Background: an optimization exercise with open tools, aiming at small area, a short achievable clock period and few clock cycles per item. Do not read the settings as production practice. No activity file was given, so power comes from the tool's default toggle rates.

==> v38: inputs <==
Design weighted_write_coalescing_buffer_unit, start of the top module:
module weighted_write_coalescing_buffer_unit (
   input  logic                               clock,
   input  logic                               reset,
   input  logic                               req_valid,
   output logic                               req_ready,
   input  logic                               req_mode,
   input  logic [wwcb_pkg::ITEM_W-1:0]        req_item_id,
   input  logic [wwcb_pkg::MODEM_W-1:0]       req_modem_index,
   input  logic [wwcb_pkg::CLASS_W-1:0]       req_weight_class,
   output logic                               rsp_valid,
   input  logic                               rsp_ready,
   output logic [wwcb_pkg::ITEM_W-1:0]        rsp_out_item_id,
   output logic [wwcb_pkg::MODEM_W-1:0]       rsp_out_modem_index,
   output logic [wwcb_pkg::SERIAL_W-1:0]      rsp_batch_serial,
   output logic                               rsp_last,
   input  logic                               csr_psel,
   input  logic                               csr_penable,
   input  logic                               csr_pwrite,
   input  logic [wwcb_pkg::CSR_ADDR_W-1:0]    csr_paddr,
   input  logic [wwcb_pkg::CSR_DATA_W-1:0]    csr_pwdata,
   output logic [wwcb_pkg::CSR_DATA_W-1:0]    csr_prdata,
   output logic                               csr_pready
);
Settings: LEC_CHECK=0, CAP_MARGIN=20, CORE_MARGIN=2, CORE_UTILIZATION=40, SETUP_SLACK_MARGIN=2.5, SLEW_MARGIN=20; clock period 6.0 ns.
run.sh (not shown) runs the stock make flow with config.mk's settings and CLKGATE_MAP_FILE= SYNTH_SCRIPT=/design/flow/synth_recipe.tcl, a recipe that flattens the netlist after the stock synthesis.
==> inputs of v27, as changes to v38 <==
--- a/flow/design.v
+++ b/flow/design.v
@@ -40,19 +40,17 @@
    input  logic                                csr_psel,
    input  logic                                csr_penable,
    input  logic                                csr_pwrite,
    input  logic [wwcb_pkg::CSR_ADDR_W-1:0]     csr_paddr,
    input  logic [wwcb_pkg::CSR_DATA_W-1:0]     csr_pwdata,
    output logic [wwcb_pkg::CSR_DATA_W-1:0]     csr_prdata,
    output logic                                csr_pready,
    output logic [wwcb_pkg::WEIGHT_W-1:0]       limit_weight,
-   output logic [wwcb_pkg::CLIM_W-1:0]         limit_count,
-   output logic                                limit_weight_we,
-   output logic [wwcb_pkg::WEIGHT_W-1:0]       limit_weight_wdata
+   output logic [wwcb_pkg::CLIM_W-1:0]         limit_count
 );
    logic [WEIGHT_W-1:0] weight_limit_ff, weight_limit_in;
    logic [CLIM_W-1:0]   count_limit_ff, count_limit_in;
    logic                wr_strobe;
    logic                reg_sel;
    assign csr_pready = 1'b1;
    assign wr_strobe  = csr_psel & csr_penable & csr_pwrite & csr_pready;
    assign reg_sel    = csr_paddr[2];
@@ -80,18 +78,16 @@
       unique case (reg_sel)
          REG_WEIGHT_LIMIT: csr_prdata = {{(CSR_DATA_W-WEIGHT_W){1'b0}}, weight_limit_ff};
          REG_COUNT_LIMIT:  csr_prdata = {{(CSR_DATA_W-CLIM_W){1'b0}}, count_limit_ff};
          default:          csr_prdata = '0;
       endcase
    end
    assign limit_weight = weight_limit_ff;
    assign limit_count  = count_limit_ff;
-   assign limit_weight_we    = wr_strobe & (reg_sel == REG_WEIGHT_LIMIT);
-   assign limit_weight_wdata = csr_pwdata[WEIGHT_W-1:0];
 endmodule
 `timescale 1ns / 1ps
 import wwcb_pkg::*;
 module wwcb_entry_ram (
    input  logic                           clock,
    input  logic                           reset,
    input  logic                           wr_en,
    input  logic [wwcb_pkg::IDX_W-1:0]     wr_addr,
@@ -139,18 +135,16 @@
 endmodule
 `timescale 1ns / 1ps
 import wwcb_pkg::*;
 module wwcb_ctrl (
    input  logic                               clock,
    input  logic                               reset,
    input  logic [wwcb_pkg::WEIGHT_W-1:0]      limit_weight,
    input  logic [wwcb_pkg::CLIM_W-1:0]        limit_count,
-   input  logic                               limit_weight_we,
-   input  logic [wwcb_pkg::WEIGHT_W-1:0]      limit_weight_wdata,
    input  logic                               req_valid,
    output logic                               req_ready,
    input  logic                               req_mode,
    input  logic [wwcb_pkg::ITEM_W-1:0]        req_item_id,
    input  logic [wwcb_pkg::MODEM_W-1:0]       req_modem_index,
    input  logic [wwcb_pkg::CLASS_W-1:0]       req_weight_class,
    output logic                               rsp_valid,
    input  logic                               rsp_ready,
@@ -169,31 +163,29 @@
    output logic [wwcb_pkg::IDX_W-1:0]         ram_rd_addr,
    input  logic [wwcb_pkg::KEY_W-1:0]         ram_rdata
 );
    logic                 s_valid;
    logic                 s_mode;
    logic [KEY_W-1:0]     s_key;
    logic [CLASS_W-1:0]   s_cls;
    logic [CNT_W-1:0]     act_cnt;      
-   logic signed [WEIGHT_W:0] wrem;     
+   logic [WEIGHT_W-1:0]  weight;
    logic [SERIAL_W-1:0]  hs;           
    logic [1:0]           dser;         
    logic [CNT_W-1:0]     rem1;         
    logic [CNT_W-1:0]     n2;           
    logic [IDX_W-1:0]     head;
    logic [IDX_W-1:0]     tail;
    logic [CNT_W-1:0]     occ;          
    logic                 accept;
    logic                 s_add;
-   logic [WEIGHT_W-1:0]  cls_w;
+   logic [WEIGHT_W:0]    wsum;
+   logic [WEIGHT_W-1:0]  new_w;
    logic                 w_hit;
-   logic                 w_ge0;
-   logic                 w_ge1;
-   logic                 w_ge20;
    logic                 can_app;
    logic                 append;
    logic [CNT_W:0]       cnt_p1;
    logic                 c_hit_app;
    logic                 c_hit_no;
    logic                 rel_need;
    logic                 maybe_rel;
    logic                 full;
@@ -209,27 +201,19 @@
    logic                 hs_cin;
    logic [SERIAL_W-1:0]  hs_sum;
    logic [SERIAL_W-1:0]  hs_sum0;
    logic [SERIAL_W-1:0]  hs_sum1;
    logic [IDX_W-1:0]     tail_p1;
    logic [CNT_W-1:0]     occ_p1;
    logic [CNT_W-1:0]     occ_m1;
    assign s_add     = ~s_mode;
-   assign cls_w     = wwcb_pkg::class_weight(s_cls);
-   assign w_ge0     = (wrem <= 9'sd0);
-   assign w_ge1     = (wrem <= 9'sd1);
-   assign w_ge20    = (wrem <= 9'sd20);
-   always_comb begin
-      unique case (s_cls)
-         3'd0:                         w_hit = w_ge20;
-         3'd1, 3'd2, 3'd3, 3'd4, 3'd5: w_hit = w_ge1;
-         default:                      w_hit = w_ge0;
-      endcase
-   end
+   assign wsum      = {1'b0, weight} + {1'b0, wwcb_pkg::class_weight(s_cls)};
+   assign new_w     = wsum[WEIGHT_W] ? {WEIGHT_W{1'b1}} : wsum[WEIGHT_W-1:0];
+   assign w_hit     = (new_w >= limit_weight);
    assign can_app   = ~act_cnt[CNT_W-1];
    assign append    = s_add & ~ram_match & can_app;
    assign new_cnt   = append ? cnt_p1[CNT_W-1:0] : act_cnt;
    assign cnt_p1    = {1'b0, act_cnt} + 7'd1;
    assign c_hit_app = (cnt_p1 >= {1'b0, limit_count});
    assign c_hit_no  = (act_cnt >= limit_count);
    assign rel_need  = s_mode | w_hit | (append ? c_hit_app : c_hit_no);
    assign maybe_rel = s_mode | w_hit | c_hit_app;
@@ -248,17 +232,17 @@
    assign rem1_after = rem1 - CNT_W'(pop);
    assign hs_cin     = release_b;
    assign hs_sum0    = hs + SERIAL_W'(dser);
    assign hs_sum1    = hs + SERIAL_W'(dser) + SERIAL_W'(1);
    assign hs_sum     = hs_cin ? hs_sum1 : hs_sum0;
    assign tail_p1    = tail + IDX_W'(1);
    assign occ_p1     = occ + CNT_W'(1);
    assign occ_m1     = occ - CNT_W'(1);
-   assign ram_wr_en   = s_valid & ~full;
+   assign ram_wr_en   = fire & s_add & ~full;
    assign ram_wr_addr = tail;
    assign ram_wr_data = s_key;
    assign ram_act_set = fire & append;
    assign ram_act_clr = release_b;
    assign ram_cmp_en  = accept;
    assign ram_cmp_key = {req_item_id, req_modem_index};
    assign ram_rd_addr = head;
    always_ff @(posedge clock) begin
@@ -267,44 +251,39 @@
          s_key  <= {req_item_id, req_modem_index};
          s_cls  <= req_weight_class;
       end
    end
    always_ff @(posedge clock) begin
       if (reset) begin
          s_valid <= 1'b0;
          act_cnt <= '0;
-         wrem    <= 9'sd20;
+         weight  <= '0;
          hs      <= '0;
          dser    <= '0;
          rem1    <= '0;
          n2      <= '0;
          head    <= '0;
          tail    <= '0;
          occ     <= '0;
       end else begin
          if (accept) begin
             s_valid <= 1'b1;
          end else if (fire) begin
             s_valid <= 1'b0;
          end
          if (fire) begin
             if (release_b) begin
                act_cnt <= '0;
+               weight  <= '0;
             end else begin
                act_cnt <= new_cnt;
+               weight  <= new_w;
             end
          end
-         if (limit_weight_we) begin
-            wrem <= wrem + $signed({1'b0, limit_weight_wdata}) - $signed({1'b0, limit_weight});
-         end else if (release_b) begin
-            wrem <= $signed({1'b0, limit_weight});
-         end else if (fire) begin
-            wrem <= wrem - $signed({1'b0, cls_w});
-         end
          if (fire & append) begin
             tail <= tail_p1;
             if (!pop) begin
                occ <= occ_p1;
             end
          end else if (pop) begin
             occ <= occ_m1;
          end
@@ -356,18 +335,16 @@
    input  logic                               csr_pwrite,
    input  logic [wwcb_pkg::CSR_ADDR_W-1:0]    csr_paddr,
    input  logic [wwcb_pkg::CSR_DATA_W-1:0]    csr_pwdata,
    output logic [wwcb_pkg::CSR_DATA_W-1:0]    csr_prdata,
    output logic                               csr_pready
 );
    logic [WEIGHT_W-1:0] limit_weight;
    logic [CLIM_W-1:0]   limit_count;
-   logic                limit_weight_we;
-   logic [WEIGHT_W-1:0] limit_weight_wdata;
    logic                ram_wr_en;
    logic [IDX_W-1:0]    ram_wr_addr;
    logic [KEY_W-1:0]    ram_wr_data;
    logic                ram_act_set;
    logic                ram_act_clr;
    logic                ram_cmp_en;
    logic [KEY_W-1:0]    ram_cmp_key;
    logic                ram_match;
@@ -379,19 +356,17 @@
       .csr_psel    (csr_psel),
       .csr_penable (csr_penable),
       .csr_pwrite  (csr_pwrite),
       .csr_paddr   (csr_paddr),
       .csr_pwdata  (csr_pwdata),
       .csr_prdata  (csr_prdata),
       .csr_pready  (csr_pready),
       .limit_weight (limit_weight),
-      .limit_count  (limit_count),
-      .limit_weight_we    (limit_weight_we),
-      .limit_weight_wdata (limit_weight_wdata)
+      .limit_count  (limit_count)
    );
    wwcb_entry_ram u_entry_ram (
       .clock       (clock),
       .reset       (reset),
       .wr_en       (ram_wr_en),
       .wr_addr     (ram_wr_addr),
       .wr_data     (ram_wr_data),
       .act_set     (ram_act_set),
@@ -402,18 +377,16 @@
       .rd_addr     (ram_rd_addr),
       .rdata       (ram_rdata)
    );
    wwcb_ctrl u_ctrl (
       .clock               (clock),
       .reset               (reset),
       .limit_weight        (limit_weight),
       .limit_count         (limit_count),
-      .limit_weight_we     (limit_weight_we),
-      .limit_weight_wdata  (limit_weight_wdata),
       .req_valid           (req_valid),
       .req_ready           (req_ready),
       .req_mode            (req_mode),
       .req_item_id         (req_item_id),
       .req_modem_index     (req_modem_index),
       .req_weight_class    (req_weight_class),
       .rsp_valid           (rsp_valid),
       .rsp_ready           (rsp_ready),
==> flow/config.mk (replaced) <==
export PLATFORM = sky130hd
export DESIGN_NAME = weighted_write_coalescing_buffer_unit
export DESIGN_NICKNAME = weighted_write_coalescing_buffer_unit
export VERILOG_FILES = /design/flow/design.v
export SDC_FILE = /design/flow/constraint.sdc
export NUM_CORES = 4
export LEC_CHECK = 0
export ABC_CLOCK_PERIOD_IN_PS = 3000
export CAP_MARGIN = 20
export CORE_MARGIN = 2
export CORE_UTILIZATION = 60
export SLEW_MARGIN = 20
==> notes.md <==
Of v38 and v27, v38 has the higher hold slack (gap 0.0048 ns).
In v38 the via count is larger than in v27, by 3.3%.
Between v27 and v38, the lower clock skew is in v27 (gap 0.0051 ns).
In v38 the setup slack is better than in v27, by 1.3 ns.
In v27 the fmax is smaller than in v38, by about 22%.
In v38 the synthesized cell count is higher than in v27, by about 2.2%.
Final area: v38 is larger than v27 (7.9%).
Sequential power: v27 is higher than v38 (about 1%).
Between v38 and v27, the lower first-iteration DRC count is in v27 (gap about 4.6%, measured against v27).
Of v27 and v38, v27 has the higher sequential share of layout area (gap 3.6 points).
Of v38 and v27, v38 has the higher count of clock-buffer cells in the layout (gap 10).
No functional check of the RTL was part of any run of this note.

## re-timing with driven ports
The flow's constraints put no driver on any port. The routed layouts listed below were extracted and timed again, unchanged, in two steps.
Step 1: set_driving_cell puts a clkbuf_16 on clock and a buf_2 on each other input, an assumption about the parent block.
Step 2 adds t to the input delays and takes it off the output delays; t is the mean of the earliest and latest rising clock arrival at the registers after step 1. Input paths then give back, and output paths get back, about the clock's delay inside the block.
Three values: ideal, step 1, step 2; two values: the first two.
run | shift t [ns] | setup WS [ns] | latest minus earliest clock arrival (ns) | worst register clock-pin slew, ns | cell pins on the clock port's net
v38 | 0.725 | 1.577 / 1.513 / 1.787 | 0.044 / 0.044 | 0.06 / 0.06 | 1
v27 | 0.696 | 0.317 / 0.250 / 0.376 | 0.035 / 0.035 | 0.07 / 0.07 | 1
After both steps setup and hold are still met in every run listed.
